Source: an optimization exercise on an open RTL-to-GDS flow (aim: small area). Production flows keep margins and buffers that such runs may drop. Only simulation tests tie the RTL to the original design; equivalence was not proved. Power and IR drop assume default switching activity.

File: config.mk
export PLATFORM = sky130hd
export DESIGN_NAME = flr_csr_responder
export DESIGN_NICKNAME = flr_csr_responder
export VERILOG_FILES = /design/flow/design.v
export SDC_FILE = /design/flow/constraint.sdc
export NUM_CORES = 4
export LEC_CHECK = 0
export CAP_MARGIN = 0
export CORE_MARGIN = 2
export CORE_UTILIZATION = 60
export CTS_BUF_LIST = sky130_fd_sc_hd__clkbuf_8
export CTS_CLUSTER_SIZE = 30
export PLACE_DENSITY = 0.75
export SLEW_MARGIN = 0
File: constraint.sdc
create_clock -name core_clock -period 5.0 [get_ports {clk}]
set_input_delay 1.0000 -clock core_clock [delete_from_list [all_inputs] [get_ports {clk}]]
set_output_delay 1.0000 -clock core_clock [all_outputs]
set_load 0.01 [all_outputs]
File: design.v
package flr_csr_pkg;
    localparam logic [15:0] DFH_OFS     = 16'h0000;
    localparam logic [15:0] SCRATCH_OFS = 16'h0008;
    localparam logic [15:0] TESTPAD_OFS = 16'h0028;
    localparam logic [1:0] FLR_IDLE  = 2'd0;
    localparam logic [1:0] FLR_DRAIN = 2'd1;
    localparam logic [1:0] FLR_CLEAR = 2'd2;
    localparam logic [1:0] FLR_ACK   = 2'd3;
    localparam logic [1:0] CLS_NONE    = 2'd0;
    localparam logic [1:0] CLS_DFH     = 2'd1;
    localparam logic [1:0] CLS_SCRATCH = 2'd2;
    localparam logic [1:0] CLS_TESTPAD = 2'd3;
endpackage
module flr_csr_responder
#(
    parameter int          NUM_FUNCS = 4,
    parameter logic [63:0] DFH_VALUE = 64'h3000000010000020,
    parameter logic [19:0] WIN_BASE  = 20'h10000,
    parameter int          TAG_W     = 10
) (
    input  logic             clk,
    input  logic             rst_n,
    input  logic             req_valid,
    output logic             req_ready,
    input  logic             req_write,
    input  logic [3:0]       req_func,
    input  logic [19:0]      req_addr,
    input  logic [63:0]      req_wdata,
    input  logic [TAG_W-1:0] req_tag,
    output logic             rsp_valid,
    input  logic             rsp_ready,
    output logic [63:0]      rsp_data,
    output logic [TAG_W-1:0] rsp_tag,
    output logic             rsp_err,
    input  logic             flr_req_valid,
    output logic             flr_req_ready,
    input  logic [3:0]       flr_func,
    output logic             flr_ack
);
    logic [1:0]  state_q, state_d;
    logic [1:0]  flr_func_q;           
    logic        req_ready_q, req_ready_d;
    logic        cnt_ge1_q, cnt_ge1_d;  
    logic        cnt_eq2_q, cnt_eq2_d;
    logic [7:0]       rf_vld_q, rf_vld_d;
    logic [7:0][63:0] rf_q;
    logic [63:0]      hd_data_q, hd_data_d;
    logic [TAG_W-1:0] hd_tag_q;
    logic             hd_err_q;
    logic [TAG_W-1:0] e1_tag_q;
    logic             e1_err_q;
    logic [1:0]       e1_func_q;
    logic [1:0]       e1_cls_q;
    logic        accept_s, pop_s, push_s, req_err_s, cnt_zero_next_s;
    logic [1:0]  req_cls_s;
    logic [1:0]  src_func_s, src_cls_s;
    logic        src_err_s, load_s;
    logic [TAG_W-1:0] src_tag_s;
    logic [7:0]  rd_sel_s;
    logic        dfh_sel_s, err_sel_s;
    assign accept_s = req_valid && req_ready_q;
    assign pop_s    = cnt_ge1_q && rsp_ready;
    always_comb begin
        case (req_addr[15:0])
            flr_csr_pkg::DFH_OFS:     req_cls_s = flr_csr_pkg::CLS_DFH;
            flr_csr_pkg::SCRATCH_OFS: req_cls_s = flr_csr_pkg::CLS_SCRATCH;
            flr_csr_pkg::TESTPAD_OFS: req_cls_s = flr_csr_pkg::CLS_TESTPAD;
            default:                  req_cls_s = flr_csr_pkg::CLS_NONE;
        endcase
        req_err_s = (req_addr[19:16] != WIN_BASE[19:16])
                 || (req_addr[2:0] != 3'b000)
                 || (req_func[3:2] != 2'b00)
                 || (((state_q == flr_csr_pkg::FLR_DRAIN) || (state_q == flr_csr_pkg::FLR_CLEAR))
                     && (req_func[1:0] == flr_func_q));
        push_s = accept_s && (!req_write || req_err_s);
    end
    always_comb begin
        cnt_ge1_d       = push_s || cnt_eq2_q || (cnt_ge1_q && !pop_s);
        cnt_eq2_d       = (push_s && cnt_ge1_q && !pop_s) || (cnt_eq2_q && !pop_s);
        cnt_zero_next_s = !cnt_ge1_d;
    end
    always_comb begin
        state_d = state_q;
        case (state_q)
            flr_csr_pkg::FLR_IDLE:
                if (flr_req_valid)
                    state_d = (flr_func[3:2] != 2'b00) ? flr_csr_pkg::FLR_ACK : flr_csr_pkg::FLR_DRAIN;
            flr_csr_pkg::FLR_DRAIN:
                if (cnt_zero_next_s) state_d = flr_csr_pkg::FLR_CLEAR;
            flr_csr_pkg::FLR_CLEAR: state_d = flr_csr_pkg::FLR_ACK;
            default:                state_d = flr_csr_pkg::FLR_IDLE;
        endcase
        req_ready_d = !cnt_eq2_d && (state_d != flr_csr_pkg::FLR_CLEAR);
    end
    always_comb begin
        rf_vld_d = rf_vld_q;
        for (int i = 0; i < 8; i++) begin
            if (accept_s && req_write && !req_err_s && (req_func[1:0] == 2'(i >> 1))
                && (req_cls_s == ((i & 1) ? flr_csr_pkg::CLS_TESTPAD : flr_csr_pkg::CLS_SCRATCH)))
                rf_vld_d[i] = 1'b1;
            if ((state_q == flr_csr_pkg::FLR_CLEAR) && (flr_func_q == 2'(i >> 1)))
                rf_vld_d[i] = 1'b0;
        end
    end
    always_ff @(posedge clk) begin
        if (!rst_n) begin
            state_q     <= flr_csr_pkg::FLR_IDLE;
            req_ready_q <= 1'b0;
            cnt_ge1_q   <= 1'b0;
            cnt_eq2_q   <= 1'b0;
            rf_vld_q    <= '0;
        end else begin
            state_q     <= state_d;
            req_ready_q <= req_ready_d;
            cnt_ge1_q   <= cnt_ge1_d;
            cnt_eq2_q   <= cnt_eq2_d;
            rf_vld_q    <= rf_vld_d;
        end
    end
    always_ff @(posedge clk) begin
        if (state_q == flr_csr_pkg::FLR_IDLE) flr_func_q <= flr_func[1:0];
    end
    always_ff @(posedge clk) begin
        for (int i = 0; i < 8; i++) begin
            if (rst_n && accept_s && req_write && !req_err_s && (req_func[1:0] == 2'(i >> 1))
                && (req_cls_s == ((i & 1) ? flr_csr_pkg::CLS_TESTPAD : flr_csr_pkg::CLS_SCRATCH)))
                rf_q[i] <= req_wdata;
        end
    end
    always_comb begin
        src_func_s = cnt_eq2_q ? e1_func_q : req_func[1:0];
        src_cls_s  = cnt_eq2_q ? e1_cls_q  : req_cls_s;
        src_err_s  = cnt_eq2_q ? e1_err_q  : req_err_s;
        src_tag_s  = cnt_eq2_q ? e1_tag_q  : req_tag;
        load_s     = !cnt_ge1_q || rsp_ready;
        for (int i = 0; i < 8; i++) begin
            rd_sel_s[i] = load_s && !src_err_s && (src_func_s == 2'(i >> 1)) && rf_vld_q[i]
                       && (src_cls_s == ((i & 1) ? flr_csr_pkg::CLS_TESTPAD : flr_csr_pkg::CLS_SCRATCH));
        end
        dfh_sel_s = load_s && !src_err_s && (src_cls_s == flr_csr_pkg::CLS_DFH);
        err_sel_s = load_s && src_err_s;
        hd_data_d = ({64{!load_s}} & hd_data_q) | {64{err_sel_s}} | ({64{dfh_sel_s}} & DFH_VALUE);
        for (int i = 0; i < 8; i++) begin
            hd_data_d = hd_data_d | ({64{rd_sel_s[i]}} & rf_q[i]);
        end
    end
    always_ff @(posedge clk) begin
        hd_data_q <= hd_data_d;
        if (load_s) begin
            hd_tag_q <= src_tag_s;
            hd_err_q <= src_err_s;
        end
        if (!cnt_eq2_q) begin
            e1_tag_q  <= req_tag;
            e1_err_q  <= req_err_s;
            e1_func_q <= req_func[1:0];
            e1_cls_q  <= req_cls_s;
        end
    end
    assign req_ready     = req_ready_q;
    assign rsp_valid     = cnt_ge1_q;
    assign rsp_data      = hd_data_q;
    assign rsp_tag       = hd_tag_q;
    assign rsp_err       = hd_err_q;
    assign flr_req_ready = (state_q == flr_csr_pkg::FLR_IDLE);
    assign flr_ack       = (state_q == flr_csr_pkg::FLR_ACK);
endmodule
File: run.sh
#!/bin/bash
# synth_recipe.tcl (not shown) runs the flow's synth.tcl, then flattens the netlist and writes it again
# the make line also repeats each setting of config.mk as NAME=value (left out here)
make -C /OpenROAD-flow-scripts/flow DESIGN_CONFIG=/design/flow/config.mk WORK_HOME=/design/flow/orfs CLKGATE_MAP_FILE= SYNTH_SCRIPT=/design/flow/synth_recipe.tcl finish
==> impl_metrics.env, run 1 <==
export IMPL_ys_ff_latch=617
export IMPL_slowest_delay_ns=0.68
export IMPL_overflow=0
export IMPL_place_congestion=0.8015
export IMPL_hold_viol_final=0
export IMPL_rows=69
export IMPL_worst_pin_slew_ns=0.9714
export IMPL_cts_buffer_depth=3
export IMPL_final_common_cell="edfxtp_1"
export IMPL_port_buffers=186
export IMPL_clock_fmax_mhz=279.2
export IMPL_postCtsSetupRepairBufs=0
export IMPL_cts_resized=0
export IMPL_post_route_period_util_pct=71.64
export IMPL_cts_clk_slew_worst_paths_ns=0.06
export IMPL_grt_pass1_wl_um=75960
export IMPL_clk_insertion_delay_late_ns=0.64
export IMPL_vias=12610
export IMPL_ys_flop_type="edfxtp_1"
export IMPL_path_class="in -> reg"
export IMPL_die_area_sq_um=37690
export IMPL_ctsHoldBuffers=0
export IMPL_grt_max_degree=65
export IMPL_cp_cell_sequence="clkdlybuf4s50_1 -> nor3_1 -> and4_1 -> nand2_1 -> nor3_1 -> nand3_1 -> nor3_4 -> buf_12"
export IMPL_ios=187
export IMPL_viasPerCell=6.386
export IMPL_wl_per_cell_um=25.09
export IMPL_root_buffer="clkbuf_8"
export IMPL_status="no timing/DRC/antenna violations"
export IMPL_syn_nets=1297
export IMPL_hold_path_class="reg -> reg"
export IMPL_syn_inst=1185
export IMPL_crit_top_cell="nor3_1"
export IMPL_antenna_found_initial=3
export IMPL_ys_seq_area_share_pct=81.17
export IMPL_rsz0062_at_grt="false"
export IMPL_worst_hold_slack_ns=0.4306
export IMPL_fin_nets=1543
export IMPL_design_core_area_sq_um=35570
export IMPL_cts_made_buffers=93
export IMPL_drc_errors=0
export IMPL_ys_types=54
export IMPL_cts_tree="built"
export IMPL_slowest_stage="nor3_4"
export IMPL_wl_um=49520
export IMPL_syn_to_final_growth_pct=21.20
export IMPL_grt_pass1_vias=12830
export IMPL_drt_iter0_markers=1422
export IMPL_power_density_nw_per_um2=392.5
export IMPL_mappedNetlistArea_sq_um=21690
export IMPL_yosys_area_top_type_share_pct=72.68
export IMPL_final_core_util_pct=73.91
export IMPL_required_ns=5.33
export IMPL_min_period_ns=3.582
export IMPL_worstSetupEndpointType="register"
export IMPL_p_leak_uw=0.008520
export IMPL_cts_sinks=617
export IMPL_first_pass_iters=7
export IMPL_critPathArrivalTime_ns=3.91
export IMPL_synthArstFlopShare_pct=0
export IMPL_grt_total_usage_pct=26.52
export IMPL_die_h_um=194.1
export IMPL_ys_warn_count=1
export IMPL_ir_drop_mv=0.2462
export IMPL_path_max_fanout=24
export IMPL_die_w_um=194.1
export IMPL_htree_levels=3
export IMPL_slew_headroom_pct=35.15
export IMPL_max_cap_violations=0
export IMPL_dp_hpwl_um=26120
export IMPL_ant_nets=0
export IMPL_worstSetupStartpointType="input port"
export IMPL_synth_edf_count=525
export IMPL_syn_area_per_cell_sq_um=18.30
export IMPL_setup_viol=0
export IMPL_drive_gt1_share_pct=13.23
export IMPL_start_util_pct=60.98
export IMPL_skew_ns=0.02385
export IMPL_finalMaxSlewViolations=0
export IMPL_synth_area_top_cells="edfxtp_1 (73%), dfxtp_1 (8.5%), a221oi_1 (3.9%)"
export IMPL_final_cell_mix="edfxtp_1 (525), clkdlybuf4s50_1 (186), clkbuf_8 (111)"
export IMPL_synth_largest_area_cell="edfxtp_1"
-- cell usage after synthesis (3+ instances only) --
cell / instances
buf_4: 3
edfxtp_1: 525
a221o_1: 25
a21oi_1: 7
nor3b_1: 4
inv_1: 7
ha_1: 4
buf_2: 24
dfxtp_1: 92
nor3_1: 6
buf_1: 4
o21ai_0: 9
a222oi_1: 62
buf_6: 3
a22oi_1: 16
a31oi_1: 4
mux2_2: 11
and3_1: 3
and4_1: 3
nand3_1: 67
nor4b_1: 4
a22o_1: 56
nor2b_1: 6
nor2_1: 20
nand4_1: 6
nand2_1: 38
nand2b_1: 6
nor4_1: 4
clkbuf_1: 39
a221oi_1: 96
-- stage by stage --
stage / worst slack, ns / total power, uW / instances / instance area [sq um] / setup TNS [ns]
global route: 1.216 / 10670 / 1974 / 26290 / 0
detailed placement: 0.7855 / 6500 / 1797 / 24440 / 0
global placement: 0.8410 / 6483 / 1797 / 24440 / 0
floorplan: -0.3909 / 6103 / 1185 / 21700 / -168.79
CTS: 1.447 / 10380 / 1973 / 26290 / 0
finish: 1.418 / 10320 / 1974 / 26290 / 0
-- final cells by class --
cell class	count	area (sq um)
Clock inverter	65	319.1
Multi-Input combinational cell	487	3854
Tap cell	461	576.8
Antenna cell	1	2.502
Timing Repair Buffer	224	2372
Clock buffer	111	1528
Sequential cell	617	17610
Inverter	8	30.03
Fill cell	2132	9280
-- worst paths after layout --
check | start | endpoint | slack (ns) | depth (start not counted)
hold reg to reg | rf_q[412]$_DFFE_PP_ | hd_data_q[28]$_DFF_P_ | 0.43 | 2
setup reg to reg | cnt_eq2_q$_SDFF_PN0_ | hd_data_q[51]$_DFF_P_ | 1.93 | 7
hold / removal | rf_q[412]$_DFFE_PP_ | hd_data_q[28]$_DFF_P_ | 0.43 | 2
setup / recovery | req_addr[1] | rf_q[54]$_DFFE_PP_ | 1.42 | 8
-- critical path, delay by kind of cell --
| kind | cells | cell delay, ns |
|---|---|---|
| AND/OR/NAND/NOR | 6 | 2.17 |
| buffers and inverters | 2 | 0.70 |
-- kinds of logic after synthesis --
| logic type | after synthesis | synth area share [%] |
|---|---|---|
| and+or+nand+nor | 180 | 4.505 |
| adders and majority gates | 4 | 0.2307 |
| xor gates and xnor gates | 3 | 0.1212 |
| AOI/OAI and AO/OA | 289 | 11.70 |
| muxes | 11 | 0.5711 |
| buffers and inverters | 81 | 1.696 |
| DFF | 617 | 81.17 |
-- layer usage --
layer | vias up | wire length [um] | global-route usage [%]
li1 | 5555 | - | -
met1 | 6295 | 19820 | 36.65
met2 | 675 | 23910 | 42.89
met3 | 76 | 4663 | 5.097
met4 | 4 | 1101 | 9.203
met5 | - | 23 | 0
-- state kept, by name, summed over array words and instances, names as in the netlist --
signal / count
e1_tag_q: 10
req_ready_q: 1
rf_vld_q: 8
state_q: 2
e1_cls_q: 2
e1_func_q: 2
e1_err_q: 1
flr_func_q: 2
hd_tag_q: 10
hd_data_q: 64
cnt_eq2_q: 1
rf_q: 512
cnt_ge1_q: 1
hd_err_q: 1
-- where the power goes --
part           switching, uW  internal (uW)
Combinational            312            331
Clock                   1840           2080
Sequential              76.5           5680
Total                   2230           8090
==> run 2: changes to the inputs <==
--- a/config.mk
+++ b/config.mk
@@ -7,8 +7,8 @@
 export LEC_CHECK = 0
 export CAP_MARGIN = 0
 export CORE_MARGIN = 2
-export CORE_UTILIZATION = 60
-export CTS_BUF_LIST = sky130_fd_sc_hd__clkbuf_8
-export CTS_CLUSTER_SIZE = 30
-export PLACE_DENSITY = 0.75
+export CORE_UTILIZATION = 40
+export CTS_BUF_LIST = sky130_fd_sc_hd__clkbuf_4
+export CTS_CLUSTER_SIZE = 20
+export PLACE_DENSITY = 0.6
 export SLEW_MARGIN = 0
==> impl_metrics.env, run 2 <==
export IMPL_vias=13070
export IMPL_required_ns=5.64
export IMPL_p_leak_uw=0.008696
export IMPL_ant_nets=0
export IMPL_r2r_end="rf_q[340]$_DFFE_PP_"
export IMPL_min_period_ns=3.495
export IMPL_final_core_util_pct=49.95
export IMPL_ys_flop_type="edfxtp_1"
export IMPL_r2r_start="state_q[0]$_SDFF_PN0_"
export IMPL_antenna_found_initial=6
export IMPL_port_buffers=186
export IMPL_top_regs="rf_q (512), hd_data_q (64)"
export IMPL_syn_inst=1185
export IMPL_cts_sinks=617
export IMPL_path_max_fanout=15
export IMPL_finalMaxSlewViolations=0
export IMPL_drive_gt1_share_pct=20.68
export IMPL_yosysMostFrequentCell="edfxtp_1"
export IMPL_start_util_pct=40.39
export IMPL_setup_tns_ns=0
export IMPL_dp_cells=2031
export IMPL_hold_path_class="reg -> reg"
export IMPL_rows=85
export IMPL_clk_insertion_delay_late_ns=0.95
export IMPL_cts_buffer_depth=3
export IMPL_slew_headroom_pct=25.88
export IMPL_die_h_um=236.9
export IMPL_synthArstFlopShare_pct=0
export IMPL_overflow=0
export IMPL_ys_ff_latch=617
export IMPL_final_common_cell="edfxtp_1"
export IMPL_crit_top_cell="nor3_1"
export IMPL_viasPerCell=5.630
export IMPL_ctsHoldBuffers=0
export IMPL_min_to="hd_data_q[28]$_DFF_P_"
export IMPL_regMostFlops="rf_q"
export IMPL_hp_start="rf_q[412]$_DFFE_PP_"
export IMPL_design_core_area_sq_um=53710
export IMPL_path_class="in -> reg"
export IMPL_syn_nets=1297
export IMPL_hold_viol_final=0
export IMPL_ys_seq_area_share_pct=81.17
export IMPL_fill_cells=4472
export IMPL_final_cell_area_sq_um=26830
export IMPL_syn_to_final_growth_pct=23.67
export IMPL_cp_cell_sequence="clkdlybuf4s50_1 -> nor3_1 -> and4_1 -> nand2_1 -> nor3_1 -> nand3_1 -> nor2_4 -> buf_12"
export IMPL_largest_reg_flops=512
export IMPL_max_cap_violations=0
export IMPL_grt_pass1_vias=13500
export IMPL_critPathArrivalTime_ns=4.13
export IMPL_cts_resized=0
export IMPL_postCtsSetupRepairBufs=0
export IMPL_skew_ns=0.04542
export IMPL_dp_hpwl_um=29070
export IMPL_wl_per_cell_um=23.98
export IMPL_grt_total_usage_pct=19.98
export IMPL_place_area_sq_um=24730
export IMPL_wl_um=55680
export IMPL_cts_tree="built"
export IMPL_cts_clk_slew_worst_paths_ns=0.07
export IMPL_instances_no_fill=2322
export IMPL_fin_nets=1607
export IMPL_ys_warn_count=1
export IMPL_status="no timing/DRC/antenna violations"
export IMPL_yosys_top_cells_count="edfxtp_1 (525), a221oi_1 (96), dfxtp_1 (92)"
export IMPL_post_route_period_util_pct=69.90
export IMPL_setup_viol=0
export IMPL_worst_pin_slew_ns=1.112
export IMPL_reg2reg_depth=8
export IMPL_syn_area_per_cell_sq_um=18.30
export IMPL_htree_levels=4
export IMPL_ys_types=54
export IMPL_final_cell_mix="edfxtp_1 (525), clkbuf_4 (251), clkdlybuf4s50_1 (186)"
export IMPL_cts_made_buffers=158
export IMPL_holdPathStages=2
export IMPL_grt_max_degree=68
export IMPL_synth_edf_count=525
export IMPL_die_area_sq_um=56110
export IMPL_drt_iter0_markers=1465
export IMPL_worstSetupEndpointType="register"
export IMPL_clock_fmax_mhz=286.1
export IMPL_first_pass_iters=9
export IMPL_die_w_um=236.9
export IMPL_r2r_slack_ns=1.86
export IMPL_slowest_delay_ns=0.75
export IMPL_root_buffer="clkbuf_4"
export IMPL_drc_errors=0
export IMPL_slowest_stage="nor2_4"
export IMPL_place_congestion=0.7747
export IMPL_worstSetupStartpointType="input port"
export IMPL_ir_drop_mv=0.1812
export IMPL_mappedNetlistArea_sq_um=21690
export IMPL_ios=187
export IMPL_yosys_area_top_type_share_pct=72.68
export IMPL_synth_area_top_cells="edfxtp_1 (73%), dfxtp_1 (8.5%), a221oi_1 (3.9%)"
export IMPL_grt_pass1_wl_um=82770
export IMPL_power_density_nw_per_um2=400.8
export IMPL_synth_largest_area_cell="edfxtp_1"
export IMPL_rsz0062_at_grt="false"
==> run 2: cell counts after synthesis <==
Identical to the previous run, type by type.
==> run 2: per-layer routing <==
layer	routed length [um]	global-route usage (%)	share of wire, %
met3	4836	6.353	8.7
met5	24	0	0.043
met4	929	7.115	1.7
met1	22990	25.64	41
met2	26900	32.03	48
==> run 2: worst max path at each step <==
stage	depth (start not counted)	start	end	slack, ns
final	8	req_addr[1]	rf_q[340]$_DFFE_PP_	1.50
after global routing	8	req_addr[1]	rf_q[325]$_DFFE_PP_	1.38
after CTS	3	state_q[0]$_SDFF_PN0_	flr_req_ready	1.62
after detailed placement	8	req_addr[1]	rf_q[362]$_DFFE_PP_	0.59
after global placement	8	req_addr[1]	rf_q[341]$_DFFE_PP_	0.64
after floorplan	6	req_addr[17]	rf_q[384]$_DFFE_PP_	-0.39
==> run 2: layout make-up <==
cell class                      instances  area (sq um)  area share [%]
Clock buffer                          251          1884           7.024
Multi-Input combinational cell        487          3854           14.37
Antenna cell                            6         15.01         0.05597
Inverter                                8         30.03          0.1119
Timing Repair Buffer                  223          2365           8.815
Sequential cell                       617         17610           65.63
Clock inverter                         34         200.2          0.7463
Tap cell                              696         870.8           3.246
==> run 2: cells by family after synthesis <==
logic type / Yosys count / share of synthesized area (%)
flip-flops: 617 / 81.17
AO/OA/AOI/OAI: 289 / 11.70
AND/OR/NAND/NOR: 180 / 4.505
buffers and inverters: 81 / 1.696
multiplexers: 11 / 0.5711
adder cells (fa/ha/maj): 4 / 0.2307
XOR/XNOR: 3 / 0.1212
==> run 2: where the power goes <==
group	internal (uW)	switching (uW)
clock	2370	1970
combinational	329	319
sequential	5680	80.7
total	8380	2370
==> run 2: per-stage QoR <==
stage	hold slack (ns)	setup WS (ns)	total power, uW
floorplan	0.4182	-0.3909	6103
detailed placement	0.4401	0.5901	6522
global route	0.4801	1.384	11240
global placement	0.4255	0.6403	6509
CTS	0.4393	1.618	10890
finish	0.4363	1.505	10750
==> run 2: worst max-delay path: cells and delay by family <==
family                 cells  cell delay (ns)
buffers and inverters      2             0.67
AND/OR/NAND/NOR            6             2.45
==> run 3: changes to the inputs <==
==> config.mk (replaced) <==
export PLATFORM = sky130hd
export DESIGN_NAME = flr_csr_responder
export DESIGN_NICKNAME = flr_csr_responder
export VERILOG_FILES = /design/flow/design.v
export SDC_FILE = /design/flow/constraint.sdc
export NUM_CORES = 4
export LEC_CHECK = 0
export CAP_MARGIN = 20
export CORE_MARGIN = 2
export CORE_UTILIZATION = 40
export PLACE_DENSITY = 0.6
export SLEW_MARGIN = 20
==> impl_metrics.env, run 3 <==
export IMPL_first_pass_iters=8
export IMPL_die_w_um=236.9
export IMPL_max_cap_violations=0
export IMPL_final_core_util_pct=50.12
export IMPL_ys_types=54
export IMPL_rsz0062_at_grt="false"
export IMPL_p_leak_uw=0.008519
export IMPL_cts_buffer_depth=3
export IMPL_drive_gt1_share_pct=11.69
export IMPL_yosys_top_cells_count="edfxtp_1 (525), a221oi_1 (96), dfxtp_1 (92)"
export IMPL_required_ns=5.28
export IMPL_grt_total_usage_pct=19.50
export IMPL_cts_tree="built"
export IMPL_largest_reg_flops=512
export IMPL_regMostFlops="rf_q"
export IMPL_worst_path_buf_inv=2
export IMPL_dp_cells=2031
export IMPL_ant_nets=0
export IMPL_hp_start="rf_q[412]$_DFFE_PP_"
export IMPL_slowest_delay_ns=0.75
export IMPL_top_regs="rf_q (512), hd_data_q (64)"
export IMPL_min_period_ns=3.827
export IMPL_ys_ff_latch=617
export IMPL_fin_nets=1515
export IMPL_wl_per_cell_um=25.45
export IMPL_ir_drop_mv=0.2036
export IMPL_synthSimpleGateAreaFrac_pct=4.505
export IMPL_postCtsSetupRepairBufs=0
export IMPL_cp_cell_sequence="clkdlybuf4s50_1 -> nor3_1 -> and4_1 -> nand2_1 -> nor3_1 -> nand3_1 -> nor2_4 -> buf_12"
export IMPL_die_h_um=236.9
export IMPL_slew_headroom_pct=26.63
export IMPL_syn_inst=1185
export IMPL_synth_fa_ha_area_share_pct=0.2307
export IMPL_yosys_area_top_type_share_pct=72.68
export IMPL_ys_seq_area_share_pct=81.17
export IMPL_mappedNetlistArea_sq_um=21690
export IMPL_yosysMostFrequentCell="edfxtp_1"
export IMPL_worst_pin_slew_ns=1.101
export IMPL_grt_pass1_wl_um=81520
export IMPL_instances_no_fill=2151
export IMPL_hold_viol_final=0
export IMPL_wl_um=54750
export IMPL_path_delay_family="simple AND/OR/NAND/NOR gates"
export IMPL_path_class="in -> reg"
export IMPL_worstSetupStartpointType="input port"
export IMPL_htree_levels=3
export IMPL_root_buffer="clkbuf_16"
export IMPL_register_area_sq_um=17610
export IMPL_status="no timing/DRC/antenna violations"
export IMPL_min_to="hd_data_q[28]$_DFF_P_"
export IMPL_reg2reg_depth=8
export IMPL_critPathArrivalTime_ns=4.11
export IMPL_r2r_end="rf_q[342]$_DFFE_PP_"
export IMPL_pre_cts_ws_ns=0.5901
export IMPL_hold_path_class="reg -> reg"
export IMPL_setup_viol=0
export IMPL_drc_errors=0
export IMPL_ios=187
export IMPL_synthArstFlopShare_pct=0
export IMPL_path_max_fanout=15
export IMPL_grt_pass1_vias=12710
export IMPL_cts_resized=0
export IMPL_power_density_nw_per_um2=419.2
export IMPL_slowest_stage="nor2_4"
export IMPL_r2r_slack_ns=1.87
export IMPL_synth_compound_area_share_pct=11.70
export IMPL_holdPathStages=2
export IMPL_synth_area_mux_share_pct=0.5711
export IMPL_die_area_sq_um=56110
export IMPL_r2r_start="state_q[0]$_SDFF_PN0_"
export IMPL_vias=12550
export IMPL_synth_area_top_cells="edfxtp_1 (73%), dfxtp_1 (8.5%), a221oi_1 (3.9%)"
export IMPL_clk_insertion_delay_late_ns=0.59
export IMPL_dp_hpwl_um=29070
export IMPL_place_congestion=0.7747
export IMPL_antenna_found_initial=5
export IMPL_cts_sinks=617
export IMPL_finalMaxSlewViolations=0
export IMPL_synth_edf_count=525
export IMPL_syn_to_final_growth_pct=24.09
export IMPL_final_cell_mix="edfxtp_1 (525), clkdlybuf4s50_1 (186), a221oi_1 (96)"
export IMPL_synth_largest_area_cell="edfxtp_1"
export IMPL_port_buffers=186
export IMPL_ctsHoldBuffers=0
export IMPL_clock_fmax_mhz=261.3
export IMPL_ys_warn_count=1
export IMPL_syn_nets=1297
export IMPL_ys_flop_type="edfxtp_1"
export IMPL_start_util_pct=40.39
export IMPL_drt_iter0_markers=1544
export IMPL_viasPerCell=5.835
export IMPL_worst_slack_ns=1.173
export IMPL_synth_xor_area_share_pct=0.1211
export IMPL_cts_made_buffers=66
export IMPL_final_common_cell="edfxtp_1"
export IMPL_syn_area_per_cell_sq_um=18.30
export IMPL_skew_ns=0.02708
export IMPL_multi_input_area_sq_um=3854
export IMPL_fill_cells=4325
export IMPL_cts_clk_slew_worst_paths_ns=0.06
export IMPL_synth_top_family_by_area="compound AO/OA/AOI/OAI gates"
export IMPL_design_core_area_sq_um=53710
export IMPL_grt_max_degree=68
export IMPL_rows=85
export IMPL_overflow=0
export IMPL_worstSetupEndpointType="register"
export IMPL_post_route_period_util_pct=76.53
export IMPL_crit_top_cell="nor3_1"
[run 3: cell type report]
class	instances	share of cell area (%)
flip-flops and latches	617	65.41
multi-input cells	487	14.32
repair buffers	223	8.786
inverters	8	0.1116
clock buffers	91	7.103
clock inverters	28	1.023
diodes	1	0.009297
well taps	696	3.235
[run 3: where the power goes]
part | total [uW] | switching, uW | internal, uW | leakage, uW
sequential | 5760 | 80.4 | 5680 | 0.00549
combinational | 648 | 319 | 329 | 0.00196
clock | 4880 | 1940 | 2940 | 0.00107
[run 3: cells by family after synthesis]
group                      Yosys count
AOI/OAI and AO/OA                  289
xor gates and xnor gates             3
adders and majority gates            4
buffers and inverters               81
DFF                                617
muxes                               11
and+or+nand+nor                    180
[run 3: through the flow]
stage	total power (uW)	setup TNS (ns)	hold slack [ns]	area [sq um]
after floorplan	6103	-168.79	0.4182	21700
after global placement	6509	0	0.4255	24730
after detailed placement	6522	0	0.4401	24730
after CTS	11400	0	0.4506	26910
after global routing	11660	0	0.4882	26920
final	11280	0	0.4488	26920
[run 3: worst max-delay path by stage]
stage               cells after the start  slack, ns          from                   to
finish                                  8       1.17   req_addr[1]  rf_q[342]$_DFFE_PP_
global route                            8       0.93   req_addr[1]  rf_q[342]$_DFFE_PP_
CTS                                     8       1.19   req_addr[1]  rf_q[327]$_DFFE_PP_
detailed placement                      8       0.59   req_addr[1]  rf_q[362]$_DFFE_PP_
global placement                        8       0.64   req_addr[1]  rf_q[341]$_DFFE_PP_
floorplan                               6      -0.39  req_addr[17]  rf_q[384]$_DFFE_PP_
[run 3: worst register-to-register path, delay by kind of cell, from the launching register on]
kind	cells	cell delay [ns]
adders and majority gates	1	0.29
buffers and inverters	2	0.35
DFF	1	0.41
and+or+nand+nor	5	1.78
[run 3: routing by layer]
layer  track usage, %  up-vias  part of all wire (%)
met5                0        -                 0.099
met4            5.428        8                   2.0
met3            4.815       87                   8.8
met2            31.76      551                    48
met1            26.16     6424                    41
li1                 -     5482                     -
==> run 4: changes to the inputs <==
==> flow/run.sh (new file) <==
#!/bin/bash
# Own layout flow: the standard ORFS flow, with each port buffered by the smallest buffer
# and the clock tree built without dummy loads.
set -euo pipefail
export BUFFER_PORTS_ARGS="-buffer_cell sky130_fd_sc_hd__buf_1"
export CTS_ARGS="-sink_clustering_enable -repair_clock_nets -dont_use_dummy_load -buf_list sky130_fd_sc_hd__clkbuf_8"
bash standard.sh > standard_flow.log 2>&1
==> standard.sh (new file) <==
#!/bin/bash
# synth_recipe.tcl (not shown) runs the flow's synth.tcl, then flattens the netlist and writes it again
# the make line also repeats each setting of config.mk as NAME=value (left out here)
make -C /OpenROAD-flow-scripts/flow DESIGN_CONFIG=/design/flow/config.mk WORK_HOME=/design/flow/orfs CLKGATE_MAP_FILE= SYNTH_SCRIPT=/design/flow/synth_recipe.tcl "${@:-finish}"
==> config.mk (replaced) <==
export PLATFORM = sky130hd
export DESIGN_NAME = flr_csr_responder
export DESIGN_NICKNAME = flr_csr_responder
export VERILOG_FILES = /design/flow/design.v
export SDC_FILE = /design/flow/constraint.sdc
export NUM_CORES = 4
export LEC_CHECK = 0
export CAP_MARGIN = 0
export CORE_MARGIN = 2
export CORE_UTILIZATION = 60
export PLACE_DENSITY = 0.75
export SLEW_MARGIN = 0
removed: run.sh
==> impl_metrics.env, run 4 <==
export IMPL_status="no timing/DRC/antenna violations"
export IMPL_clock_fmax_mhz=283.5
export IMPL_place_area_sq_um=23200
export IMPL_synth_edf_count=525
export IMPL_ir_drop_mv=0.2662
export IMPL_slew_headroom_pct=22.87
export IMPL_grt_total_usage_pct=26.06
export IMPL_syn_inst=1185
export IMPL_ys_warn_count=1
export IMPL_die_h_um=194.1
export IMPL_synth_largest_area_cell="edfxtp_1"
export IMPL_hp_start="rf_q[9]$_DFFE_PP_"
export IMPL_cts_tree="built"
export IMPL_ys_seq_area_share_pct=81.17
export IMPL_cts_sinks=617
export IMPL_fin_nets=1533
export IMPL_r2r_start="state_q[0]$_SDFF_PN0_"
export IMPL_clk_insertion_delay_late_ns=0.64
export IMPL_ios=187
export IMPL_top_regs="rf_q (512), hd_data_q (64)"
export IMPL_place_congestion=0.8425
export IMPL_post_route_period_util_pct=70.56
export IMPL_p_leak_uw=0.007526
export IMPL_reg2reg_depth=8
export IMPL_dp_cells=1790
export IMPL_final_cell_area_sq_um=24440
export IMPL_wl_per_cell_um=26.21
export IMPL_dp_hpwl_um=26180
export IMPL_min_period_ns=3.528
export IMPL_required_ns=5.30
export IMPL_drt_iter0_markers=1470
export IMPL_hold_viol_final=0
export IMPL_cts_made_buffers=90
export IMPL_final_cell_mix="edfxtp_1 (525), buf_1 (186), a221oi_1 (96)"
export IMPL_cts_buffer_depth=3
export IMPL_grt_max_degree=68
export IMPL_port_buffers=186
export IMPL_ys_flop_type="edfxtp_1"
export IMPL_die_area_sq_um=37690
export IMPL_design_core_area_sq_um=35570
export IMPL_synthArstFlopShare_pct=0
export IMPL_skew_ns=0.04672
export IMPL_ys_ff_latch=617
export IMPL_worstSetupStartpointType="input port"
export IMPL_syn_area_per_cell_sq_um=18.30
export IMPL_r2r_end="rf_q[408]$_DFFE_PP_"
export IMPL_die_w_um=194.1
export IMPL_max_cap_violations=0
export IMPL_overflow=0
export IMPL_min_to="hd_data_q[9]$_DFF_P_"
export IMPL_critPathArrivalTime_ns=3.82
export IMPL_ys_types=54
export IMPL_drive_gt1_share_pct=10.99
export IMPL_drc_errors=0
export IMPL_r2r_slack_ns=1.75
export IMPL_fill_cells=2274
export IMPL_grt_pass1_vias=12720
export IMPL_instances_no_fill=1882
export IMPL_yosys_area_top_type_share_pct=72.68
export IMPL_regMostFlops="rf_q"
export IMPL_worstSetupEndpointType="register"
export IMPL_syn_nets=1297
export IMPL_wl_um=49320
export IMPL_yosysMostFrequentCell="edfxtp_1"
export IMPL_final_common_cell="edfxtp_1"
export IMPL_root_buffer="clkbuf_8"
export IMPL_worst_pin_slew_ns=1.156
export IMPL_cts_resized=0
export IMPL_largest_reg_flops=512
export IMPL_cts_clk_slew_worst_paths_ns=0.06
export IMPL_first_pass_iters=6
export IMPL_hold_path_class="reg -> reg"
export IMPL_vias=12590
export IMPL_synth_area_top_cells="edfxtp_1 (73%), dfxtp_1 (8.5%), a221oi_1 (3.9%)"
export IMPL_setup_viol=0
export IMPL_ctsHoldBuffers=0
export IMPL_holdPathStages=2
export IMPL_start_util_pct=60.98
export IMPL_power_density_nw_per_um2=386.8
export IMPL_ant_nets=0
export IMPL_rows=69
export IMPL_viasPerCell=6.689
export IMPL_path_class="in -> reg"
export IMPL_syn_to_final_growth_pct=12.68
export IMPL_yosys_top_cells_count="edfxtp_1 (525), a221oi_1 (96), dfxtp_1 (92)"
export IMPL_mappedNetlistArea_sq_um=21690
export IMPL_postCtsSetupRepairBufs=0
export IMPL_path_max_fanout=17
export IMPL_rsz0062_at_grt="false"
export IMPL_finalMaxSlewViolations=0
export IMPL_antenna_found_initial=3
export IMPL_grt_pass1_wl_um=74680
export IMPL_htree_levels=3
==> run 4: per-layer routing <==
| layer | routed length [um] | GRT usage (%) |
|---|---|---|
| met5 | 37 | 0 |
| met4 | 1037 | 9.820 |
| met3 | 4479 | 5.184 |
| met2 | 23740 | 41.22 |
| met1 | 20030 | 36.46 |
==> run 4: cell families (layout without fill, tap and decap cells) <==
logic type,Yosys count,count (layout),synth area share [%]
buf+inv,81,315,1.696
compound gates,289,289,11.70
fa+ha+maj,4,4,0.2307
flops,617,617,81.17
xor+xnor,3,3,0.1212
other cells,0,2,0
mux,11,11,0.5711
simple gates,180,180,4.505
==> run 4: critical path: stages <==
cell	delay, ns
buf_1	0.08
or4b_1	0.53
nor3_2	0.20
nand4_1	0.14
nor3_1	0.39
nand3_1	0.44
nor2_4	0.63
buf_4	0.40
==> run 4: area by class of cell <==
type	count	area (sq um)	area share, %
sequential	617	17610	72.03
multi-input combinational	487	3854	15.77
clock buffer	90	1239	5.068
timing repair buffer	217	1131	4.628
tap	461	576.8	2.360
inverter	8	30.03	0.1229
antenna	2	5.005	0.02048
==> run 4: worst max path at each step <==
stage / slack, ns / startpoint / end
6_report: 1.47 / req_addr[17] / rf_q[408]$_DFFE_PP_
3_5_place_dp: 0.89 / req_addr[17] / rf_q[410]$_DFFE_PP_
5_1_grt: 1.34 / req_addr[17] / rf_q[429]$_DFFE_PP_
4_1_cts: 1.53 / req_addr[17] / rf_q[429]$_DFFE_PP_
3_3_place_gp: 0.97 / req_addr[17] / rf_q[410]$_DFFE_PP_
2_1_floorplan: -0.39 / req_addr[17] / rf_q[384]$_DFFE_PP_
==> run 4: report_power, final <==
group          internal [uW]  switching, uW  leakage, uW  total (uW)
clock                   1590           1620     0.000647        3200
combinational            177            316      0.00139         493
sequential              5680           76.9      0.00549        5760
==> run 4: through the flow <==
| stage | util (%) | power (uW) | hold slack (ns) | TNS (ns) | setup slack, ns |
|---|---|---|---|---|---|
| after floorplan | - | 6103 | 0.4182 | -168.79 | -0.3909 |
| after global placement | 65.22 | 6331 | 0.4280 | 0 | 0.9659 |
| after detailed placement | 65.22 | 6351 | 0.4407 | 0 | 0.8890 |
| after CTS | 68.70 | 9498 | 0.4506 | 0 | 1.529 |
| after global routing | 68.70 | 9745 | 0.4852 | 0 | 1.339 |
| final | 68.72 | 9455 | 0.4550 | 0 | 1.472 |
==> run 5: changes to the inputs <==
--- a/config.mk
+++ b/config.mk
@@ -8,5 +8,6 @@
 export CAP_MARGIN = 0
 export CORE_MARGIN = 2
 export CORE_UTILIZATION = 60
+export GPL_TIMING_DRIVEN = 0
 export PLACE_DENSITY = 0.75
 export SLEW_MARGIN = 0
==> impl_metrics.env, run 5 <==
export IMPL_worst_pin_slew_ns=1.123
export IMPL_slowest_delay_ns=0.89
export IMPL_finalMaxSlewViolations=0
export IMPL_wl_um=53220
export IMPL_synth_largest_area_cell="edfxtp_1"
export IMPL_ys_seq_area_share_pct=81.17
export IMPL_grt_pass1_vias=13090
export IMPL_grt_pass1_wl_um=78760
export IMPL_grt_met1_usage_pct=38.48
export IMPL_skew_ns=0.07525
export IMPL_yosys_area_top_type_share_pct=72.68
export IMPL_min_period_ns=4.115
export IMPL_pre_cts_ws_ns=0.4238
export IMPL_grt_busiest_layer="met2"
export IMPL_overflow=0
export IMPL_place_area_sq_um=23540
export IMPL_max_cap_violations=0
export IMPL_ant_nets=0
export IMPL_critPathArrivalTime_ns=4.64
export IMPL_die_area_sq_um=37690
export IMPL_largest_reg_flops=512
export IMPL_worst_hold_slack_ns=0.4112
export IMPL_antenna_found_initial=6
export IMPL_grt_util_met3_pct=5.914
export IMPL_final_common_cell="edfxtp_1"
export IMPL_first_pass_iters=6
export IMPL_status="no timing/DRC/antenna violations"
export IMPL_die_h_um=194.1
export IMPL_viasPerCell=6.715
export IMPL_start_util_pct=60.98
export IMPL_r2r_end="hd_data_q[54]$_DFF_P_"
export IMPL_place_congestion=0.8412
export IMPL_drive_gt1_share_pct=11.69
export IMPL_design_core_area_sq_um=35570
export IMPL_clk_insertion_delay_late_ns=0.66
export IMPL_hold_viol_final=0
export IMPL_ys_warn_count=1
export IMPL_synth_edf_count=525
export IMPL_hold_path_class="reg -> reg"
export IMPL_slowest_stage="clkbuf_1"
export IMPL_slew_headroom_pct=25.13
export IMPL_yosys_top_cells_count="edfxtp_1 (525), a221oi_1 (96), dfxtp_1 (92)"
export IMPL_p_leak_uw=0.007738
export IMPL_p_total_uw=9563
export IMPL_ir_drop_mv=0.2385
export IMPL_grt_use_met2_pct=44.68
export IMPL_power_density_nw_per_um2=384.8
export IMPL_fin_nets=1602
export IMPL_cts_buffer_depth=3
export IMPL_ios=187
export IMPL_dp_hpwl_um=34860
export IMPL_rows=69
export IMPL_path_max_fanout=10
export IMPL_required_ns=5.52
export IMPL_final_cell_mix="edfxtp_1 (525), buf_1 (189), a221oi_1 (96)"
export IMPL_post_route_period_util_pct=82.30
export IMPL_postCtsSetupRepairBufs=0
export IMPL_grt_max_degree=26
export IMPL_cts_sinks=617
export IMPL_synthArstFlopShare_pct=0
export IMPL_htree_levels=3
export IMPL_path_class="in -> reg"
export IMPL_worst_slack_ns=0.8848
export IMPL_cts_resized=0
export IMPL_ys_flop_type="edfxtp_1"
export IMPL_cp_cell_sequence="buf_1 -> nor4b_1 -> nand4_1 -> o21ai_0 -> nor3b_2 -> clkbuf_1 -> a221oi_1 -> nand3_1"
export IMPL_cts_made_buffers=95
export IMPL_synth_area_top_cells="edfxtp_1 (73%), dfxtp_1 (8.5%), a221oi_1 (3.9%)"
export IMPL_cts_tree="built"
export IMPL_ys_types=54
export IMPL_cts_clk_slew_worst_paths_ns=0.05
export IMPL_mappedNetlistArea_sq_um=21690
export IMPL_wl_per_cell_um=27.26
export IMPL_setup_viol=0
export IMPL_top_regs="rf_q (512), hd_data_q (64)"
export IMPL_yosysMostFrequentCell="edfxtp_1"
export IMPL_syn_to_final_growth_pct=14.58
export IMPL_syn_inst=1185
export IMPL_ctsHoldBuffers=0
export IMPL_syn_area_per_cell_sq_um=18.30
export IMPL_worstSetupEndpoint="hd_data_q[40]$_DFF_P_"
export IMPL_worstSetupEndpointType="register"
export IMPL_ys_ff_latch=617
export IMPL_root_buffer="clkbuf_8"
export IMPL_syn_nets=1297
export IMPL_cp_startpoint="req_addr[3]"
export IMPL_reg2reg_depth=9
export IMPL_port_buffers=185
export IMPL_drt_iter0_markers=1846
export IMPL_rsz0062_at_grt="false"
export IMPL_drc_errors=0
export IMPL_grt_total_usage_pct=28.23
export IMPL_worstSetupStartpointType="input port"
export IMPL_final_cell_area_sq_um=24850
export IMPL_regMostFlops="rf_q"
export IMPL_die_w_um=194.1
export IMPL_r2r_slack_ns=1.40
export IMPL_clock_fmax_mhz=243.0
export IMPL_vias=13110
export IMPL_r2r_start="cnt_eq2_q$_SDFF_PN0_"
==> run 5: stage by stage <==
step	setup TNS [ns]	utilization [%]	cells
5_1_grt	0	69.86	1951
6_report	0	69.87	1952
4_1_cts	0	69.85	1949
3_5_place_dp	0	66.17	1854
3_3_place_gp	-1509.90	64.58	1831
2_1_floorplan	-168.79	-	1185
==> run 5: cell families after synthesis <==
| logic type | synth area share (%) |
|---|---|
| flops | 81.17 |
| compound gates | 11.70 |
| simple gates | 4.505 |
| buf+inv | 1.696 |
| mux | 0.5711 |
| fa+ha+maj | 0.2307 |
| xor+xnor | 0.1212 |
==> run 5: cell type report <==
cell class / count / area, sq um
Sequential cell: 617 / 17610
Fill cell: 2214 / 10720
Multi-Input combinational cell: 487 / 3784
Clock buffer: 95 / 1308
Timing Repair Buffer: 208 / 1202
Tap cell: 461 / 576.8
Buffer: 73 / 337.8
Inverter: 8 / 30.03
Antenna cell: 3 / 7.507
==> run 5: worst min-delay path by stage <==
| stage | depth (start not counted) | slack, ns | from | to |
|---|---|---|---|---|
| 2_1_floorplan | 2 | 0.42 | rf_q[412]$_DFFE_PP_ | hd_data_q[28]$_DFF_P_ |
| 3_3_place_gp | 2 | 0.43 | rf_q[412]$_DFFE_PP_ | hd_data_q[28]$_DFF_P_ |
| 3_5_place_dp | 2 | 0.45 | rf_q[412]$_DFFE_PP_ | hd_data_q[28]$_DFF_P_ |
| 4_1_cts | 2 | 0.40 | rf_q[494]$_DFFE_PP_ | hd_data_q[46]$_DFF_P_ |
| 5_1_grt | 2 | 0.43 | rf_q[494]$_DFFE_PP_ | hd_data_q[46]$_DFF_P_ |
| 6_report | 2 | 0.41 | rf_q[494]$_DFFE_PP_ | hd_data_q[46]$_DFF_P_ |
==> run 5: worst max-delay path, delay by kind of cell <==
family	cells	cell delay, ns
simple gates	4	1.47
buf+inv	2	1.10
compound gates	2	1.06
==> run 5: power by group <==
group | total (uW) | switching (uW) | internal (uW)
clock network | 3310 | 1640 | 1670
registers | 5750 | 70.3 | 5680
logic | 499 | 323 | 176
total | 9560 | 2040 | 7530
==> run 5: layer usage <==
| layer | vias to the layer above | routed length [um] |
|---|---|---|
| met5 | - | 58 |
| met4 | 8 | 1845 |
| met3 | 117 | 5664 |
| met2 | 881 | 25120 |
| met1 | 6507 | 20530 |
| li1 | 5595 | - |
==> run 6: changes to the inputs <==
==> flow/run.sh (replaced) <==
#!/bin/bash
# Own layout flow: the standard ORFS flow, with each port buffered by the smallest buffer
# and a clock tree of fewer, larger sink clusters built without dummy loads.
set -euo pipefail
export BUFFER_PORTS_ARGS="-buffer_cell sky130_fd_sc_hd__buf_1"
export CTS_ARGS="-sink_clustering_enable -repair_clock_nets -dont_use_dummy_load -sink_buffer_max_cap_derate 1.0 -buf_list sky130_fd_sc_hd__clkbuf_8 -sink_clustering_size 14 -sink_clustering_max_diameter 100"
bash standard.sh > standard_flow.log 2>&1
--- a/config.mk
+++ b/config.mk
@@ -8,6 +8,5 @@
 export CAP_MARGIN = 0
 export CORE_MARGIN = 2
 export CORE_UTILIZATION = 60
-export GPL_TIMING_DRIVEN = 0
 export PLACE_DENSITY = 0.75
 export SLEW_MARGIN = 0
==> impl_metrics.env, run 6 <==
export IMPL_status="no timing/DRC/antenna violations"
export IMPL_yosysMostFrequentCell="edfxtp_1"
export IMPL_drc_errors=0
export IMPL_synth_largest_area_cell="edfxtp_1"
export IMPL_setup_viol=0
export IMPL_vias=12430
export IMPL_grt_util_met3_pct=4.679
export IMPL_ys_flop_type="edfxtp_1"
export IMPL_ys_warn_count=1
export IMPL_cts_made_buffers=50
export IMPL_grt_max_degree=68
export IMPL_port_buffers=186
export IMPL_worst_pin_slew_ns=1.233
export IMPL_rsz0062_at_grt="false"
export IMPL_ys_types=54
export IMPL_syn_to_final_growth_pct=10.15
export IMPL_required_ns=5.30
export IMPL_power_density_nw_per_um2=359.4
export IMPL_finalMaxSlewViolations=0
export IMPL_root_buffer="clkbuf_8"
export IMPL_grt_met1_usage_pct=36.66
export IMPL_cts_resized=0
export IMPL_postCtsSetupRepairBufs=0
export IMPL_max_cap_violations=0
export IMPL_die_area_sq_um=37690
export IMPL_ir_drop_mv=0.2063
export IMPL_cts_tree="built"
export IMPL_skew_ns=0.05793
export IMPL_grt_total_usage_pct=25.65
export IMPL_instances_no_fill=1842
export IMPL_clock_fmax_mhz=282.6
export IMPL_die_h_um=194.1
export IMPL_place_congestion=0.8425
export IMPL_ys_seq_area_share_pct=81.17
export IMPL_syn_inst=1185
export IMPL_fin_nets=1493
export IMPL_wl_per_cell_um=26.45
export IMPL_die_w_um=194.1
export IMPL_cts_clk_slew_worst_paths_ns=0.09
export IMPL_start_util_pct=60.98
export IMPL_syn_area_per_cell_sq_um=18.30
export IMPL_regMostFlops="rf_q"
export IMPL_rows=69
export IMPL_first_pass_iters=8
export IMPL_ys_ff_latch=617
export IMPL_overflow=0
export IMPL_ios=187
export IMPL_synth_edf_count=525
export IMPL_min_period_ns=3.539
export IMPL_cts_sinks=617
export IMPL_hold_path_class="reg -> reg"
export IMPL_p_leak_uw=0.007239
export IMPL_hp_start="rf_q[412]$_DFFE_PP_"
export IMPL_design_core_area_sq_um=35570
export IMPL_largest_reg_flops=512
export IMPL_critPathArrivalTime_ns=3.83
export IMPL_cp_startpoint="req_addr[17]"
export IMPL_yosys_top_cells_count="edfxtp_1 (525), a221oi_1 (96), dfxtp_1 (92)"
export IMPL_drive_gt1_share_pct=8.412
export IMPL_clk_insertion_delay_late_ns=0.61
export IMPL_reg2reg_depth=8
export IMPL_path_max_fanout=17
export IMPL_dp_cells=1790
export IMPL_syn_nets=1297
export IMPL_worstSetupStartpointType="input port"
export IMPL_mappedNetlistArea_sq_um=21690
export IMPL_viasPerCell=6.749
export IMPL_post_route_period_util_pct=70.78
export IMPL_cts_buffer_depth=3
export IMPL_drt_iter0_markers=1605
export IMPL_htree_levels=2
export IMPL_final_cell_mix="edfxtp_1 (525), buf_1 (186), a221oi_1 (96)"
export IMPL_holdPathStages=2
export IMPL_slew_headroom_pct=17.71
export IMPL_grt_use_met2_pct=40.98
export IMPL_synth_area_top_cells="edfxtp_1 (73%), dfxtp_1 (8.5%), a221oi_1 (3.9%)"
export IMPL_dp_hpwl_um=26180
export IMPL_path_class="in -> reg"
export IMPL_yosys_area_top_type_share_pct=72.68
export IMPL_wl_um=48730
export IMPL_grt_pass1_vias=12320
export IMPL_ant_nets=0
export IMPL_grt_busiest_layer="met2"
export IMPL_setup_tns_ns=0
export IMPL_ctsHoldBuffers=0
export IMPL_synthArstFlopShare_pct=0
export IMPL_hold_viol_final=0
export IMPL_grt_pass1_wl_um=74020
export IMPL_final_common_cell="edfxtp_1"
export IMPL_antenna_found_initial=4
export IMPL_fill_cells=2349
export IMPL_r2r_start="state_q[0]$_SDFF_PN0_"
export IMPL_final_core_util_pct=67.17
export IMPL_worstSetupEndpointType="register"
export IMPL_top_regs="rf_q (512), hd_data_q (64)"
-- run 6: changes by cell type in the layout (fill, tap and decap cells not counted), sizes merged --
cell	change
clkbuf	-84
buf	-25
diode	-1
-- run 6: final timing paths --
| kind | to | slack [ns] |
|---|---|---|
| setup / recovery | rf_q[429]$_DFFE_PP_ | 1.46 |
| hold reg to reg | hd_data_q[28]$_DFF_P_ | 0.41 |
| hold / removal | hd_data_q[28]$_DFF_P_ | 0.41 |
| setup reg to reg | rf_q[429]$_DFFE_PP_ | 1.76 |
-- run 6: metal layers --
metal | vias up | wire [um]
met1 | 6306 | 19780
li1 | 5361 | -
met3 | 71 | 4539
met5 | - | 37
met2 | 687 | 23450
met4 | 6 | 924
-- run 6: critical path, cell delays in order --
cell     delay [ns]
buf_1          0.08
or4b_1         0.53
nor3_2         0.20
nand4_1        0.14
nor3_1         0.39
nand3_1        0.44
nor2_4         0.63
buf_4          0.40
-- run 6: final cells by class --
type / count / area [sq um] / share of cell area [%]
Tap cell: 461 / 576.8 / 2.414
Sequential cell: 617 / 17610 / 73.69
Antenna cell: 2 / 5.005 / 0.02095
Multi-Input combinational cell: 487 / 3854 / 16.13
Inverter: 8 / 30.03 / 0.1257
Clock buffer: 50 / 688.2 / 2.880
Timing Repair Buffer: 217 / 1131 / 4.734
-- run 6: logic make-up (layout without fill, tap and decap cells) --
family / Yosys count / count (layout) / share of synthesized area [%]
compound gates: 289 / 289 / 11.70
xor+xnor: 3 / 3 / 0.1212
fa+ha+maj: 4 / 4 / 0.2307
buf+inv: 81 / 275 / 1.696
flops: 617 / 617 / 81.17
mux: 11 / 11 / 0.5711
other cells: 0 / 2 / 0
simple gates: 180 / 180 / 4.505
-- run 6: per-stage QoR --
step                      power (uW)  worst slack [ns]  instance area, sq um  hold slack (ns)
after floorplan                 6103           -0.3909                 21700           0.4182
after global placement          6331            0.9659                 23200           0.4280
after detailed placement        6351            0.8890                 23200           0.4407
after CTS                       8627             1.539                 23890           0.4189
after global routing            8862             1.333                 23890           0.4669
final                           8587             1.461                 23890           0.4092
-- run 6: where the power goes --
group / switching, uW / leakage (uW) / internal (uW)
Combinational: 314 / 0.00139 / 177
Clock: 1460 / 0.000360 / 893
Sequential: 76.4 / 0.00549 / 5670
==> run 7: changes to the inputs <==
==> flow/run.sh (replaced) <==
#!/bin/bash
# Own layout flow: the standard ORFS flow, with each port buffered by the smallest buffer
# and a clock tree of fewer, larger sink clusters built without dummy loads.
set -euo pipefail
export BUFFER_PORTS_ARGS="-buffer_cell sky130_fd_sc_hd__buf_1"
export CTS_ARGS="-sink_clustering_enable -repair_clock_nets -dont_use_dummy_load -sink_buffer_max_cap_derate 1.0 -buf_list sky130_fd_sc_hd__clkbuf_16 -sink_clustering_size 25 -sink_clustering_max_diameter 100"
bash standard.sh > standard_flow.log 2>&1
--- a/config.mk
+++ b/config.mk
@@ -7,6 +7,6 @@
 export LEC_CHECK = 0
 export CAP_MARGIN = 0
 export CORE_MARGIN = 2
-export CORE_UTILIZATION = 60
-export PLACE_DENSITY = 0.75
+export CORE_UTILIZATION = 70
+export PLACE_DENSITY = 0.8
 export SLEW_MARGIN = 0
==> impl_metrics.env, run 7 <==
export IMPL_place_congestion=0.7832
export IMPL_worst_hold_slack_ns=0.4648
export IMPL_grt_pass1_wl_um=74010
export IMPL_hold_path_class="reg -> reg"
export IMPL_ys_flop_type="edfxtp_1"
export IMPL_grt_max_degree=68
export IMPL_finalMaxSlewViolations=0
export IMPL_min_period_ns=3.520
export IMPL_internal_power_uw=6844
export IMPL_design_core_area_sq_um=30590
export IMPL_die_w_um=180.0
export IMPL_drc_errors=0
export IMPL_ant_nets=0
export IMPL_worstSetupEndpointType="register"
export IMPL_antenna_found_initial=5
export IMPL_power_density_nw_per_um2=364.2
export IMPL_setup_viol=0
export IMPL_skew_ns=0.04764
export IMPL_rows=64
export IMPL_cts_buffer_depth=3
export IMPL_final_cell_area_sq_um=23750
export IMPL_synth_edf_count=525
export IMPL_p_sw_uw=1807
export IMPL_worst_pin_slew_ns=1.122
export IMPL_yosysMostFrequentCell="edfxtp_1"
export IMPL_rsz0062_at_grt="false"
export IMPL_postCtsSetupRepairBufs=0
export IMPL_hold_viol_final=0
export IMPL_clk_insertion_delay_late_ns=0.60
export IMPL_status="no timing/DRC/antenna violations"
export IMPL_post_route_period_util_pct=70.40
export IMPL_ys_types=54
export IMPL_ios=187
export IMPL_power_share_clock_pct=27.9
export IMPL_synth_largest_area_cell="edfxtp_1"
export IMPL_cts_resized=0
export IMPL_final_cell_mix="edfxtp_1 (525), buf_1 (186), a221oi_1 (96)"
export IMPL_vias=12770
export IMPL_yosys_top_cells_count="edfxtp_1 (525), a221oi_1 (96), dfxtp_1 (92)"
export IMPL_ir_drop_mv=0.3569
export IMPL_ys_seq_area_share_pct=81.17
export IMPL_seqPwrFrac_pct=66.4
export IMPL_path_delay_family="flip-flops"
export IMPL_grt_total_usage_pct=30.12
export IMPL_ys_warn_count=1
export IMPL_p_leak_uw=0.007240
export IMPL_die_area_sq_um=32410
export IMPL_crit_top_cell="buf_4"
export IMPL_port_buffers=186
export IMPL_regMostFlops="rf_q"
export IMPL_place_area_sq_um=23040
export IMPL_cts_made_buffers=28
export IMPL_overflow=0
export IMPL_die_h_um=180.0
export IMPL_syn_nets=1297
export IMPL_clock_fmax_mhz=284.1
export IMPL_critPathArrivalTime_ns=4.02
export IMPL_cts_tree="built"
export IMPL_slew_headroom_pct=25.05
export IMPL_max_cap_violations=0
export IMPL_power_switching_share_pct=20.89
export IMPL_syn_to_final_growth_pct=9.506
export IMPL_wl_um=50180
export IMPL_drt_iter0_markers=2051
export IMPL_cts_clk_slew_worst_paths_ns=0.10
export IMPL_p_total_uw=8651
export IMPL_cp_cell_sequence="mux2_2 -> nand2b_1 -> nor4b_2 -> buf_4 -> buf_4 -> a222oi_1 -> nand3_1"
export IMPL_synthArstFlopShare_pct=0
export IMPL_combPwrFrac_pct=5.7
export IMPL_cts_sinks=617
export IMPL_syn_inst=1185
export IMPL_drive_gt1_share_pct=7.473
export IMPL_dp_hpwl_um=26850
export IMPL_path_class="reg -> reg"
export IMPL_synth_area_top_cells="edfxtp_1 (73%), dfxtp_1 (8.5%), a221oi_1 (3.9%)"
export IMPL_worst_path_buf_inv=2
export IMPL_grt_pass1_vias=12500
export IMPL_htree_levels=1
export IMPL_mappedNetlistArea_sq_um=21690
export IMPL_viasPerCell=7.230
export IMPL_ys_ff_latch=617
export IMPL_slowest_stage="dfxtp_1"
export IMPL_slowest_delay_ns=0.96
export IMPL_required_ns=5.50
export IMPL_instances_no_fill=1766
export IMPL_path_max_fanout=37
export IMPL_worstSetupStartpointType="register"
export IMPL_dp_cells=1733
export IMPL_fin_nets=1479
export IMPL_start_util_pct=70.91
export IMPL_yosys_area_top_type_share_pct=72.68
export IMPL_syn_area_per_cell_sq_um=18.30
export IMPL_top_regs="rf_q (512), hd_data_q (64)"
export IMPL_wl_per_cell_um=28.41
export IMPL_final_common_cell="edfxtp_1"
export IMPL_ctsHoldBuffers=0
export IMPL_first_pass_iters=10
export IMPL_root_buffer="clkbuf_16"
export IMPL_largest_reg_flops=512
## run 7: cell types whose count changed in the layout (fill, tap and decap cells not counted), sizes merged
cell    delta
buf        +8
clkbuf    -22
diode      +3
## run 7: power groups by stage
stage | registers (uW) | logic (uW) | clock network [uW]
after floorplan | 5870 | 232 | 0
after global placement | 5850 | 465 | 0
after detailed placement | 5860 | 487 | 0
after CTS | 5740 | 493 | 2420
after global routing | 5750 | 535 | 2570
final | 5740 | 495 | 2420
## run 7: area by class of cell
type	instances	area [sq um]
antenna	5	12.51
clock buffer	28	700.7
fill	1647	6837
inverter	8	30.03
multi-input combinational	487	3854
sequential	617	17610
tap	396	495.5
timing repair buffer	225	1054
## run 7: final timing paths
check | end | slack, ns | cells past startpoint | start
worst max-delay path | hd_data_q[37]$_DFF_P_ | 1.48 | 7 | cnt_eq2_q$_SDFF_PN0_
worst max register to register | hd_data_q[37]$_DFF_P_ | 1.48 | 7 | cnt_eq2_q$_SDFF_PN0_
worst min-delay path | hd_data_q[28]$_DFF_P_ | 0.46 | 2 | rf_q[412]$_DFFE_PP_
worst min register to register | hd_data_q[28]$_DFF_P_ | 0.46 | 2 | rf_q[412]$_DFFE_PP_
## run 7: worst reg2reg max path: stages, from the launching register on
cell and delay [ns]:
dfxtp_1 0.96, mux2_2 0.45, nand2b_1 0.29, nor4b_2 0.52
buf_4 0.58, buf_4 0.37, a222oi_1 0.16, nand3_1 0.13
## run 7: cell families after synthesis
logic type	after synthesis	synth area share [%]
and+or+nand+nor	180	4.505
muxes	11	0.5711
xor gates and xnor gates	3	0.1212
buffers and inverters	81	1.696
AOI/OAI and AO/OA	289	11.70
adders and majority gates	4	0.2307
DFF	617	81.17
## run 7: routing by layer
metal | GRT usage [%] | up-vias | share of wire [%]
met5 | 0 | - | 0.026
met4 | 9.645 | 2 | 3.1
met3 | 5.174 | 113 | 12
met2 | 48.80 | 936 | 48
met1 | 42.89 | 6371 | 37
li1 | - | 5346 | -
## run 7: metrics by stage
stage	util (%)	setup TNS, ns	setup slack (ns)
global placement	75.32	0	1.145
finish	77.65	0	1.480
CTS	77.61	0	1.518
global route	77.63	0	1.277
detailed placement	75.32	0	1.075
floorplan	-	-168.79	-0.3909

==> port drivers added, routing unchanged <==
In the flow no input, the clock included, has a driving cell. The finished layouts below were timed again as built, in two steps.
Step 1 (the two cells are an assumption about what drives the block):
set clk [get_ports {clk}]
set_driving_cell -lib_cell sky130_fd_sc_hd__clkbuf_16 $clk
set_driving_cell -lib_cell sky130_fd_sc_hd__buf_2 [delete_from_list [all_inputs] $clk]
Step 2 also shifts input and output timing later by t, the mid clock arrival at the registers, as if the neighbouring blocks saw the same clock.
Slacks: ideal ports / drivers / drivers and shift; pairs: ideal ports / drivers.
run | t (ns) | setup WS [ns] | latest minus earliest clock arrival (ns) | slew at the worst register clock pin (ns)
run 1 | 0.672 | 1.418 / 1.435 / 0.763 | 0.030 / 0.030 | 0.06 / 0.06
run 2 | 0.981 | 1.505 / 1.536 / 0.555 | 0.054 / 0.055 | 0.08 / 0.08
run 3 | 0.627 | 1.173 / 1.205 / 0.579 | 0.027 / 0.027 | 0.06 / 0.06
run 4 | 0.664 | 1.472 / 1.500 / 0.836 | 0.054 / 0.055 | 0.06 / 0.06
run 5 | 0.666 | 0.885 / 0.903 / 0.236 | 0.079 / 0.079 | 0.07 / 0.07
run 6 | 0.649 | 1.461 / 1.492 / 0.843 | 0.094 / 0.093 | 0.10 / 0.10
run 7 | 0.631 | 1.480 / 1.480 / 0.896 | 0.051 / 0.051 | 0.10 / 0.10
After both steps setup and hold are still met in every run listed. The setup slack of run 2, which loses most, moves by +0.031 ns with the drivers and by -0.950 ns with both steps.
